Background: an optimization exercise with open tools, aiming at small area and a short achievable clock period. Do not read the settings as production practice. The RTL was checked by simulation tests, not by an equivalence proof against the original design. Power figures rest on the tool's default switching activity, not on a simulated workload.

== blue ==
==> flow/design.v (excerpt) <==
module eth_stream_top (
	input  wire                              clk_125,
	input  wire                              rst_crc,
	input  wire eth_stream_pkg::word_t       data_ch0,
	input  wire eth_stream_pkg::word_t       data_ch1,
	input  wire                              wr_ch0,
	input  wire                              wr_ch1,
	input  wire eth_stream_pkg::interval_t   interval_num,
	input  wire                              time_clr,
	input  wire                              stream_stop,
	input  wire eth_stream_pkg::stream_cfg_t cfg,
	input  wire                              tx_rdy,
	output eth_stream_pkg::tx_beat_t         tx
);
	logic hold;
	logic hold_pre_n;
	logic tag_clr;
	logic rd0;
	logic rd1;
	logic rd_adv;
	logic rdy0;
	logic rdy1;
	logic start;
	logic take;
	logic end_tx;
	eth_stream_pkg::word_t fifo_data0;
	eth_stream_pkg::word_t fifo_data1;
	eth_stream_pkg::buf_desc_t desc;
	logic [16-1:0] buf_sel;
	eth_stream_pkg::word_t buf_rd_data;
	restart_ctrl i_restart_ctrl (
		.clk_125     (clk_125),
		.rst_crc     (rst_crc),
		.time_clr    (time_clr),
		.stream_stop (stream_stop),
		.hold        (hold),
		.hold_pre_n  (hold_pre_n),
		.tag_clr     (tag_clr)
	);
	chan_fifo i_fifo_ch0 (
		.clk_125 (clk_125),
		.rst_crc (rst_crc),
		.clr     (hold),
		.stop    (stream_stop),
		.clr_pre_n (hold_pre_n),
		.wr      (wr_ch0),
		.wdata   (data_ch0),
		.rd      (rd0),
		.rd_adv  (rd_adv),
		.rdata   (fifo_data0),
		.rdy     (rdy0)
	);
	chan_fifo i_fifo_ch1 (
		.clk_125 (clk_125),
		.rst_crc (rst_crc),
		.clr     (hold),
		.stop    (stream_stop),
		.clr_pre_n (hold_pre_n),
		.wr      (wr_ch1),
		.wdata   (data_ch1),
		.rd      (rd1),
		.rd_adv  (rd_adv),
		.rdata   (fifo_data1),
		.rdy     (rdy1)
	);
	buffer_former i_buffer_former (
		.clk_125      (clk_125),
		.rst_crc      (rst_crc),
		.hold         (hold),
		.tag_clr      (tag_clr),
		.interval_num (interval_num),
		.rdy0         (rdy0),
		.rdy1         (rdy1),
		.fifo_data0   (fifo_data0),
		.fifo_data1   (fifo_data1),
		.rd0          (rd0),
		.rd1          (rd1),
		.rd_adv       (rd_adv),
		.end_tx       (end_tx),
		.take         (take),
		.start        (start),
		.desc         (desc),
		.buf_sel      (buf_sel),
		.buf_rd_data  (buf_rd_data)
	);
	udp_frame_sender i_udp_frame_sender (
  ...
==> module chan_fifo, before the edit <==
module chan_fifo (
	input  wire                         clk_125,
	input  wire                         rst_crc,
	input  wire                         clr,      
	input  wire                         stop,     
	input  wire                         clr_pre_n,  
	input  wire                         wr,
	input  wire eth_stream_pkg::word_t  wdata,
	input  wire                         rd,       
	input  wire                         rd_adv,   
	output eth_stream_pkg::word_t       rdata,    
	output logic                        rdy       
);
	localparam int DEPTH = 64;
	localparam int PTR_W = $clog2(64);
	logic [DEPTH-1:0][32-1:0] mem;
	logic [7:0] wr_lo;   
	logic [7:0] wr_hi;   
	logic [PTR_W-5:0] rblk;
	logic [7-1:0] level;
	logic do_wr;
	logic wr_ok;       
	logic [7-1:0] level_n;
	assign do_wr = wr & wr_ok & ~stop;   
	assign rdy   = |level[7-1:4];
	logic [3:0] rblk_oh;
	logic [1:0][16-1:0] rd_sel;   
	logic [1:0][32-1:0] rdata_h;     
	assign rblk_oh = 4'(1) << rblk;
	logic [7-1:0] level_p1;
	logic [7-1:0] level_m1;
	logic level_63;
	logic full_n;
	assign level_p1 = level + 1'b1;
	assign level_m1 = level - 1'b1;
	assign level_63 = (level == 7'(64 - 1));
	always_comb
	begin
		if (clr)
			level_n = '0;
		else if (do_wr & ~rd)
			level_n = level_p1;
		else if (rd & ~do_wr)
			level_n = level_m1;
		else
			level_n = level;
	end
	assign full_n = ~clr & ~rd & (level[7-1] | (level_63 & do_wr));
	always_ff @(posedge clk_125)
	begin
		if (rst_crc)
			wr_ok <= 1'b1;
		else
			wr_ok <= ~clr_pre_n & ~full_n;
		if (rst_crc | clr)
		begin
			wr_lo  <= 8'd1;
			wr_hi  <= 8'd1;
			rblk   <= '0;
			level  <= '0;
		end
		else
		begin
			if (do_wr)
			begin
				wr_lo <= {wr_lo[6:0], wr_lo[7]};
				if (wr_lo[7])
					wr_hi <= {wr_hi[6:0], wr_hi[7]};
			end
			if (rd && rd_sel[0][16-1])
				rblk <= rblk + 1'b1;
			level <= level_n;
		end
	end
	genvar gi;
	for (gi = 0; gi < DEPTH; gi++)
	begin : g_mem
		always_ff @(posedge clk_125)
			if (do_wr && wr_lo[gi % 8] && wr_hi[gi / 8])
				mem[gi] <= wdata;
	end
	logic [1:0][16-1:0] pf_sel;
	logic [1:0][1:0][32-1:0] blk_word;
	logic [1:0][32-1:0] pf_word;
	genvar gh;
	for (gh = 0; gh < 2; gh++)
	begin : g_half
		rd_word_ctr i_rd_word_ctr (
			.clk_125 (clk_125),
			.clr     (rst_crc | clr),
			.adv     (rd_adv),
			.rd_sel  (rd_sel[gh])
		);
		assign pf_sel[gh] = {rd_sel[gh][16-2:0], rd_sel[gh][16-1]};   
	end
	always_comb
	begin
		blk_word = '0;
		for (int i = 0; i < DEPTH; i++)
			blk_word[i/32][(i/16)%2] = blk_word[i/32][(i/16)%2] | (mem[i] & {32{pf_sel[i/32][i%16]}});
		for (int h = 0; h < 2; h++)
			pf_word[h] = (blk_word[h][0] & {32{rblk_oh[2*h]}})
			           | (blk_word[h][1] & {32{rblk_oh[2*h+1]}});
	end
	always_ff @(posedge clk_125)
		rdata_h <= pf_word;
	assign rdata = rblk[1] ? rdata_h[1] : rdata_h[0];
endmodule
==> module rd_word_ctr, before the edit <==
module rd_word_ctr (
	input  wire                    clk_125,
	input  wire                    clr,
	input  wire                    adv,
	output logic [16-1:0]  rd_sel
);
	always_ff @(posedge clk_125)
	begin
		if (clr)
			rd_sel <= 16'(1) << (16 - 1);
		else if (adv)
			rd_sel <= {rd_sel[16-2:0], rd_sel[16-1]};
	end
endmodule
Settings: LEC_CHECK=0, CAP_MARGIN=20, CORE_MARGIN=2, CORE_UTILIZATION=50, PLACE_DENSITY=0.6, SETUP_SLACK_MARGIN=2.5, SLEW_MARGIN=20; clock period 5.0 ns.
standard.sh (not shown) runs the stock make flow with config.mk's settings and CLKGATE_MAP_FILE= SYNTH_SCRIPT=/design/flow/synth_recipe.tcl, a recipe that flattens the netlist after the stock synthesis.
==> flow/flow/run.sh <==
#!/bin/bash
# The standard layout (standard.sh, standard synthesis unchanged) with
# two changes made through ORFS's own variables:
#  - ports are buffered with plain buf cells, which timing repair may size,
#    instead of the platform's default delay buffers (every port still gets
#    its buffer);
#  - the clock tree is built from clkbuf_16 as before, with explicit sink
#    clustering and without dummy loads.
# The make output goes to standard.log; ORFS writes each step's log under
# orfs/logs.
set -euo pipefail
export BUFFER_PORTS_ARGS="-buffer_cell sky130_fd_sc_hd__buf_2"
export CTS_ARGS="-sink_clustering_enable -repair_clock_nets -sink_clustering_size 28 -sink_clustering_max_diameter 100 -buf_list sky130_fd_sc_hd__clkbuf_16 -dont_use_dummy_load"
bash standard.sh > standard.log 2>&1
Input changes introduced in red (baseline for comparison: blue):
==> flow/design.v, changed modules only <==
module chan_fifo (
	input  wire                         clk_125,
	input  wire                         rst_crc,
	input  wire                         clr,      
	input  wire                         stop,     
	input  wire                         clr_pre_n,  
	input  wire                         wr,
	input  wire eth_stream_pkg::word_t  wdata,
	input  wire                         rd,       
	input  wire                         rd_adv,   
	output eth_stream_pkg::word_t       rdata,    
	output logic                        rdy       
);
	localparam int DEPTH = 64;
	localparam int PTR_W = $clog2(64);
	logic [DEPTH-1:0][32-1:0] mem;
	logic [7:0] wr_lo;   
	logic [7:0] wr_hi;   
	logic [PTR_W-5:0] rblk;
	logic [7-1:0] level;
	logic do_wr;
	logic wr_ok;       
	logic [7-1:0] level_n;
	assign do_wr = wr & wr_ok & ~stop;   
	assign rdy   = |level[7-1:4];
	logic [3:0] rblk_oh;
	logic [16-1:0] pf_sel;
	logic [16-1:0] rd_sel;   
	eth_stream_pkg::word_t pf_word;
	assign rblk_oh = 4'(1) << rblk;
	assign pf_sel  = {rd_sel[16-2:0], rd_sel[16-1]};   
	always_ff @(posedge clk_125)
	begin
		if (rst_crc | clr)
			rd_sel <= 16'(1) << (16 - 1);
		else if (rd_adv)
			rd_sel <= {rd_sel[16-2:0], rd_sel[16-1]};
	end
	logic [7-1:0] level_p1;
	logic [7-1:0] level_m1;
	logic level_63;
	logic full_n;
	assign level_p1 = level + 1'b1;
	assign level_m1 = level - 1'b1;
	assign level_63 = (level == 7'(64 - 1));
	always_comb
	begin
		if (clr)
			level_n = '0;
		else if (do_wr & ~rd)
			level_n = level_p1;
		else if (rd & ~do_wr)
			level_n = level_m1;
		else
			level_n = level;
	end
	assign full_n = ~clr & ~rd & (level[7-1] | (level_63 & do_wr));
	always_ff @(posedge clk_125)
	begin
		if (rst_crc)
			wr_ok <= 1'b1;
		else
			wr_ok <= ~clr_pre_n & ~full_n;
		if (rst_crc | clr)
		begin
			wr_lo  <= 8'd1;
			wr_hi  <= 8'd1;
			rblk   <= '0;
			level  <= '0;
		end
		else
		begin
			if (do_wr)
			begin
				wr_lo <= {wr_lo[6:0], wr_lo[7]};
				if (wr_lo[7])
					wr_hi <= {wr_hi[6:0], wr_hi[7]};
			end
			if (rd && rd_sel[16-1])
				rblk <= rblk + 1'b1;
			level <= level_n;
		end
	end
	genvar gi;
	for (gi = 0; gi < DEPTH; gi++)
	begin : g_mem
		always_ff @(posedge clk_125)
			if (do_wr && wr_lo[gi % 8] && wr_hi[gi / 8])
				mem[gi] <= wdata;
	end
	logic [3:0][32-1:0] blk_word;
	always_comb
	begin
		blk_word = '0;
		for (int i = 0; i < DEPTH; i++)
			blk_word[i/16] = blk_word[i/16] | (mem[i] & {32{pf_sel[i%16]}});
		pf_word = '0;
		for (int b = 0; b < 4; b++)
			pf_word = pf_word | (blk_word[b] & {32{rblk_oh[b]}});
	end
	always_ff @(posedge clk_125)
		rdata <= pf_word;
endmodule
// module rd_word_ctr removed
--- outcome ---
- Each of the runs, namely blue and red, reached the end of the flow and came out clean.
- There was hardly any difference in global-route wire length before repair between red and blue.
- On number of nets in the final layout, blue and red are neck and neck.
- Changes observed in red relative to blue: leakage power summed over all cells went up 1.1%; part of the power in registers closely matched the old numbers.
- Between blue and red, the finished layout cell area is lower for blue.
- On setup slack, the lower figure sits with red, not blue.
- Comparing blue and red, the lower area of the multi-input gates was measured on blue.
- Final total power delta (red − blue): favourable
- Compare blue and red | worst hold slack lower: blue
- Of blue and red, red shows the higher final worst-path cycle share, with blue below it.

[separate check: timing with driven ports]
How much do the figures lean on ideal ports? The routed layouts below were timed once more, with nothing changed but the port constraints.
Step 1 sets driving cells, clkbuf_16 on the clock port and buf_2 on the other inputs (assumed; they add their load-dependent delay and slew).
Step 2 times the ports against the registers' clock, not the clock port: input delays grow and output delays shrink by t, the midpoint of the rising clock arrivals with the driver on.
Three values: ideal ports, drivers, drivers and shift; two values: the first two.
run	t, ns	setup slack, ns	worst setup path at the end
blue	1.047	2.409 / 2.323 / 1.501	input to register
red	1.026	2.258 / 2.258 / 1.607	input to register
After both steps every run listed still meets setup and hold. The setup slack of blue, which loses most, moves by -0.086 ns with the drivers and by -0.908 ns with both steps.
